This is an optimization exercise on Yosys and OpenROAD, whose aim is small area, a short achievable clock period and few clock cycles per item, not a production implementation.
Where RTL was checked, it was by simulation tests only, not by an equivalence proof against the original.
No activity file was given, so power comes from the tool's default toggle rates.

==> flow/design.v <==
`default_nettype none
package sjfq_pkg;
    localparam int QUEUE_DEPTH = 16;
    localparam int CNT_W       = $clog2(QUEUE_DEPTH + 1);
    localparam int TAG_W       = 5;
    localparam int TIME_W      = 16;
    localparam int SUM_W       = 20;
    localparam int STATUS_W    = 2;
    localparam logic [TAG_W-1:0]    POS_MAX = {TAG_W{1'b1}};
    localparam logic [SUM_W-1:0]    SUM_MAX = {SUM_W{1'b1}};
    localparam logic [STATUS_W-1:0] STATUS_OK    = 2'd0;
    localparam logic [STATUS_W-1:0] STATUS_FULL  = 2'd1;
    localparam logic [STATUS_W-1:0] STATUS_EMPTY = 2'd2;
    localparam logic KIND_ENQ = 1'b0;
    localparam logic KIND_DEQ = 1'b1;
    typedef struct packed {
        logic load1;       
        logic load2;       
        logic exec;        
        logic v2_n;        
        logic out_load;    
    } sjfq_cmd_t;
    localparam int RES_W = STATUS_W + TAG_W + 1 + SUM_W + TIME_W + TAG_W;
endpackage
`default_nettype wire
`default_nettype none
import sjfq_pkg::*;
module sjfq_ctrl
(
    input  wire       aclk,
    input  wire       aresetn,
    input  wire       s_tvalid,
    output logic      s_tready,
    output logic      m_tvalid,
    input  wire       m_tready,
    output sjfq_pkg::sjfq_cmd_t cmd
);
    logic v1, v2, ov, any_free;
    logic v1_n, v2_n;
    logic out_free, exec, load2, adv1, acc;
    assign m_tvalid = ov;
    assign out_free = ~ov | m_tready;
    assign exec     = v2 & out_free;
    assign load2    = ~v2 | out_free;      
    assign adv1     = v1 & load2;
    assign s_tready = any_free | m_tready;   
    assign acc      = s_tvalid & s_tready;
    assign v1_n = acc | (v1 & ~adv1);
    assign v2_n = adv1 | (v2 & ~exec);
    assign cmd.load1    = s_tready;
    assign cmd.load2    = load2;
    assign cmd.exec     = exec;
    assign cmd.v2_n     = v2_n;
    assign cmd.out_load = out_free;
    always_ff @(posedge aclk) begin
        if (!aresetn) begin
            v1       <= 1'b0;
            v2       <= 1'b0;
            ov       <= 1'b0;
            any_free <= 1'b1;
        end else begin
            v1       <= v1_n;
            v2       <= v2_n;
            ov       <= exec | (ov & ~m_tready);
            any_free <= ~v1_n | ~v2_n | ~(exec | (ov & ~m_tready));
        end
    end
endmodule
`default_nettype wire
`default_nettype none
import sjfq_pkg::*;
module sjfq_dp
(
    input  wire                 aclk,
    input  wire                 aresetn,
    input  sjfq_pkg::sjfq_cmd_t cmd,
    input  wire                 in_kind,
    input  wire  [TIME_W-1:0]   in_time,
    output logic [RES_W-1:0]    res
);
    localparam int N      = QUEUE_DEPTH;
    localparam int STAG_W = 4;
    logic              k1;
    logic [TIME_W-1:0] t1;
    logic              k2;
    logic [TIME_W-1:0] t2;
    logic [N-1:0]      kb;
    logic [TIME_W-1:0] st [N];
    logic [STAG_W-1:0] sg [N];
    logic [CNT_W-1:0]  count;
    logic [SUM_W-1:0]  total;     
    logic              tsat;
    logic [TAG_W-1:0]  pos;
    logic [RES_W-1:0]  out_r, res_n;
    logic [N-1:0]      cmp, kb_n;
    logic              cmp_a;
    logic              full, empty, ins, deq;
    function automatic logic le16(input logic [TIME_W-1:0] a, input logic [TIME_W-1:0] b);
        logic [TIME_W-1:0] g, l;
        g = a & ~b;
        l = ~a & b;
        for (int w = 1; w < TIME_W; w = w * 2) begin
            for (int j = 0; j + w < TIME_W; j = j + 2 * w) begin
                g[j] = g[j + w] | (~l[j + w] & g[j]);
                l[j] = l[j + w] | (~g[j + w] & l[j]);
            end
        end
        le16 = ~g[0];
    endfunction
    always_ff @(posedge aclk) begin
        if (cmd.load1) begin
            k1 <= in_kind;
            t1 <= in_time;
        end
    end
    always_comb begin
        for (int i = 0; i < N; i++) begin
            cmp[i] = (CNT_W'(i) < count) && le16(st[i], t1);
        end
    end
    assign cmp_a = le16(t2, t1);
    always_comb begin
        for (int i = 0; i < N; i++) begin
            if (ins_ok) begin
                if (kb[i])
                    kb_n[i] = cmp[i];
                else if (i == 0 || kb[(i == 0) ? 0 : i - 1])
                    kb_n[i] = cmp_a;
                else
                    kb_n[i] = cmp[(i == 0) ? 0 : i - 1];
            end else if (deq_ok) begin
                kb_n[i] = (i == N - 1) ? 1'b0 : cmp[(i == N - 1) ? i : i + 1];
            end else begin
                kb_n[i] = cmp[i];
            end
        end
    end
    assign full  = (count == CNT_W'(N));
    assign empty = (count == '0);
    logic              ins_ok, deq_ok, k2_n;
    logic [CNT_W-1:0]  count_n;
    assign ins  = cmd.exec && ins_ok;
    assign deq  = cmd.exec && deq_ok;
    assign k2_n = cmd.load2 ? k1 : k2;
    always_ff @(posedge aclk) begin
        if (!aresetn) begin
            ins_ok <= 1'b0;
            deq_ok <= 1'b0;
        end else begin
            ins_ok <= cmd.v2_n && (k2_n == KIND_ENQ) && (count_n != CNT_W'(N));
            deq_ok <= cmd.v2_n && (k2_n == KIND_DEQ) && (count_n != '0);
        end
    end
    always_ff @(posedge aclk) begin
        if (cmd.load2) begin
            k2      <= k1;
            t2      <= t1;
            kb      <= kb_n;
        end
    end
    localparam int SLOT_W = STAG_W + TIME_W;
    logic [SLOT_W-1:0] sl [N];
    logic [SLOT_W-1:0] sl_n [N];
    logic [SLOT_W-1:0] sl_new;
    logic [N-1:0]      s_hold, s_prev, s_next, s_new;
    assign sl_new = {count[STAG_W-1:0], t2};
    always_comb begin
        for (int i = 0; i < N; i++) begin
            s_next[i] = deq && (i < N - 1);
            s_new[i]  = ins && !kb[i] && (i == 0 || kb[(i == 0) ? 0 : i - 1]);
            s_prev[i] = ins && (i > 0) && !kb[(i == 0) ? 0 : i - 1];
            s_hold[i] = !s_next[i] && !(ins && !kb[i]);
        end
        for (int i = 0; i < N; i++) begin
            sl_n[i] = ({SLOT_W{s_hold[i]}} & sl[i])
                    | ({SLOT_W{s_new[i]}}  & sl_new)
                    | ({SLOT_W{s_prev[i]}} & sl[(i == 0) ? 0 : i - 1])
                    | ({SLOT_W{s_next[i]}} & sl[(i == N - 1) ? i : i + 1]);
        end
    end
    always_ff @(posedge aclk) begin
        for (int i = 0; i < N; i++) begin
            sl[i] <= sl_n[i];
        end
    end
    always_comb begin
        for (int i = 0; i < N; i++) begin
            st[i] = sl[i][TIME_W-1:0];
            sg[i] = sl[i][SLOT_W-1:TIME_W];
        end
    end
    logic [SUM_W-1:0]  ut;        
    logic              usat;
    logic [SUM_W:0]    u_deq, u_ins;
    logic [SUM_W-1:0]  sum;
    logic              late;
    logic [TAG_W-1:0]  cnt_inc, cnt_dec, head_tag;
    assign u_deq    = {1'b0, ut} + (SUM_W+1)'(st[1]);
    assign u_ins    = {1'b0, total} + (SUM_W+1)'(t2);
    assign sum      = usat ? SUM_MAX : ut;
    assign late     = pos[TAG_W-1] || (sg[0] < pos[STAG_W-1:0]);
    assign cnt_inc  = TAG_W'(count) + TAG_W'(1);
    assign cnt_dec  = TAG_W'(count) - TAG_W'(1);
    assign head_tag = TAG_W'(sg[0]) + TAG_W'(1);
    always_comb begin
        if (k2 == KIND_ENQ) begin
            if (full)
                res_n = {STATUS_FULL, TAG_W'(N), 1'b0, SUM_W'(0), TIME_W'(0), TAG_W'(0)};
            else
                res_n = {STATUS_OK, cnt_inc, 1'b0, SUM_W'(0), TIME_W'(0), cnt_inc};
        end else begin
            if (empty)
                res_n = {STATUS_EMPTY, TAG_W'(0), 1'b0, SUM_W'(0), TIME_W'(0), TAG_W'(0)};
            else
                res_n = {STATUS_OK, cnt_dec, late, sum, st[0], head_tag};
        end
    end
    always_ff @(posedge aclk) begin
        if (cmd.out_load) out_r <= res_n;
    end
    assign res = out_r;
    always_comb begin
        count_n = count;
        if (ins) count_n = count + CNT_W'(1);
        if (deq) count_n = count - CNT_W'(1);
    end
    always_ff @(posedge aclk) begin
        if (!aresetn) begin
            count <= '0;
            total <= '0;
            tsat  <= 1'b0;
            ut    <= '0;
            usat  <= 1'b0;
            pos   <= '0;
        end else begin
            count <= count_n;
            if (deq) begin
                if (count == CNT_W'(1)) begin
                    total <= '0;
                    tsat  <= 1'b0;
                    ut    <= '0;
                    usat  <= 1'b0;
                    pos   <= '0;
                end else begin
                    total <= ut;
                    tsat  <= usat;
                    ut    <= u_deq[SUM_W-1:0];
                    usat  <= usat || u_deq[SUM_W];
                    pos   <= (pos == POS_MAX) ? pos : pos + TAG_W'(1);
                end
            end else if (s_new[0]) begin
                ut   <= u_ins[SUM_W-1:0];
                usat <= tsat || u_ins[SUM_W];
            end
        end
    end
endmodule
`default_nettype wire
`default_nettype none
import sjfq_pkg::*;
module shortest_job_first_queue_top
(
    input  wire         aclk,
    input  wire         aresetn,
    input  wire         s_tvalid,
    output logic        s_tready,
    input  wire  [15:0] s_tdata,    
    input  wire  [0:0]  s_tuser,    
    output logic        m_tvalid,
    input  wire         m_tready,
    output logic [47:0] m_tdata,    
    output logic [1:0]  m_tuser     
);
    sjfq_pkg::sjfq_cmd_t cmd;
    logic [RES_W-1:0]    res;
    sjfq_ctrl u_ctrl (
        .aclk     (aclk),
        .aresetn  (aresetn),
        .s_tvalid (s_tvalid),
        .s_tready (s_tready),
        .m_tvalid (m_tvalid),
        .m_tready (m_tready),
        .cmd      (cmd)
    );
    sjfq_dp u_dp (
        .aclk     (aclk),
        .aresetn  (aresetn),
        .cmd      (cmd),
        .in_kind  (s_tuser[0]),
        .in_time  (s_tdata[TIME_W-1:0]),
        .res      (res)
    );
    assign m_tdata = {1'b0, res[RES_W-3:0]};
    assign m_tuser = res[RES_W-1:RES_W-2];
endmodule
`default_nettype wire
make LEC_CHECK=0 ABC_AREA=1 CAP_MARGIN=20 CORE_MARGIN=2 CORE_UTILIZATION=40 SETUP_SLACK_MARGIN=2.0 SLEW_MARGIN=20 finish   # period 4.0 ns
run.sh (not shown) runs the stock make flow with config.mk's settings and CLKGATE_MAP_FILE= SYNTH_SCRIPT=/design/flow/synth_recipe.tcl, a recipe that flattens the netlist after the stock synthesis.
Testbench counts at the start, summed over its fixed seeds: cycles 12,024, items 12,000.
Rerun with:
--- a/flow/design.v
+++ b/flow/design.v
@@ -12,11 +12,10 @@
     localparam logic [STATUS_W-1:0] STATUS_FULL  = 2'd1;
     localparam logic [STATUS_W-1:0] STATUS_EMPTY = 2'd2;
     localparam logic KIND_ENQ = 1'b0;
     localparam logic KIND_DEQ = 1'b1;
     typedef struct packed {
-        logic load1;       
         logic load2;       
         logic exec;        
         logic v2_n;        
         logic out_load;    
     } sjfq_cmd_t;
@@ -33,38 +32,34 @@
     output logic      s_tready,
     output logic      m_tvalid,
     input  wire       m_tready,
     output sjfq_pkg::sjfq_cmd_t cmd
 );
-    logic v1, v2, ov, any_free;
-    logic v1_n, v2_n;
-    logic out_free, exec, load2, adv1, acc;
+    logic v2, ov, any_free;
+    logic v2_n, ov_n;
+    logic out_free, exec, load2, acc;
     assign m_tvalid = ov;
     assign out_free = ~ov | m_tready;
     assign exec     = v2 & out_free;
-    assign load2    = ~v2 | out_free;      
-    assign adv1     = v1 & load2;
+    assign load2    = ~v2 | out_free;        
     assign s_tready = any_free | m_tready;   
     assign acc      = s_tvalid & s_tready;
-    assign v1_n = acc | (v1 & ~adv1);
-    assign v2_n = adv1 | (v2 & ~exec);
-    assign cmd.load1    = s_tready;
-    assign cmd.load2    = load2;
+    assign v2_n = acc | (v2 & ~exec);
+    assign ov_n = exec | (ov & ~m_tready);
+    assign cmd.load2    = s_tready;
     assign cmd.exec     = exec;
     assign cmd.v2_n     = v2_n;
     assign cmd.out_load = out_free;
     always_ff @(posedge aclk) begin
         if (!aresetn) begin
-            v1       <= 1'b0;
             v2       <= 1'b0;
             ov       <= 1'b0;
             any_free <= 1'b1;
         end else begin
-            v1       <= v1_n;
             v2       <= v2_n;
-            ov       <= exec | (ov & ~m_tready);
-            any_free <= ~v1_n | ~v2_n | ~(exec | (ov & ~m_tready));
+            ov       <= ov_n;
+            any_free <= ~v2_n | ~ov_n;
         end
     end
 endmodule
 `default_nettype wire
 `default_nettype none
@@ -105,16 +100,12 @@
                 l[j] = l[j + w] | (~g[j + w] & l[j]);
             end
         end
         le16 = ~g[0];
     endfunction
-    always_ff @(posedge aclk) begin
-        if (cmd.load1) begin
-            k1 <= in_kind;
-            t1 <= in_time;
-        end
-    end
+    assign k1 = in_kind;
+    assign t1 = in_time;
     always_comb begin
         for (int i = 0; i < N; i++) begin
             cmp[i] = (CNT_W'(i) < count) && le16(st[i], t1);
         end
     end
Total power rises by 16%.
Die area is about the same.
Design area drops by 0.39%.
Critical path depth came out lower by 10.
Sequential share of layout area decreases by 1.4 points.
Global-route usage went up by 2.8 points.
Register-to-register slack gains 0.099 ns.
Setup slack got worse by 0.099 ns.
Synthesized area hardly moves.
Sequential power increases by about 12%.
The RTL of the second run of this note was laid out without a check of its function.

==> what the ideal ports hide <==
The flow's constraints put no driver on any port. The routed layouts listed below were extracted and timed again, unchanged, in two steps. Step 1 assumes that a clkbuf_16 drives the clock port and a buf_2 every other input. Step 2 moves the port delays by t, midway between the first and last clock arrival at a register: inputs arrive t later, outputs are due t later. That takes back most of the time a late clock gives input paths. Three values: no drivers, after step 1, after step 2; two values: the first two.
| run | t, ns | setup slack, ns | latest minus earliest clock arrival (ns) |
|---|---|---|---|
| the first run | 0.695 | 1.811 / 1.764 / 1.394 | 0.031 / 0.031 |
| the second run | 0.682 | 1.712 / 1.663 / 1.300 | 0.024 / 0.024 |
After both steps setup and hold are still met in every run listed. The setup slack of the first run, which loses most, moves by -0.047 ns with the drivers and by -0.417 ns with both steps.
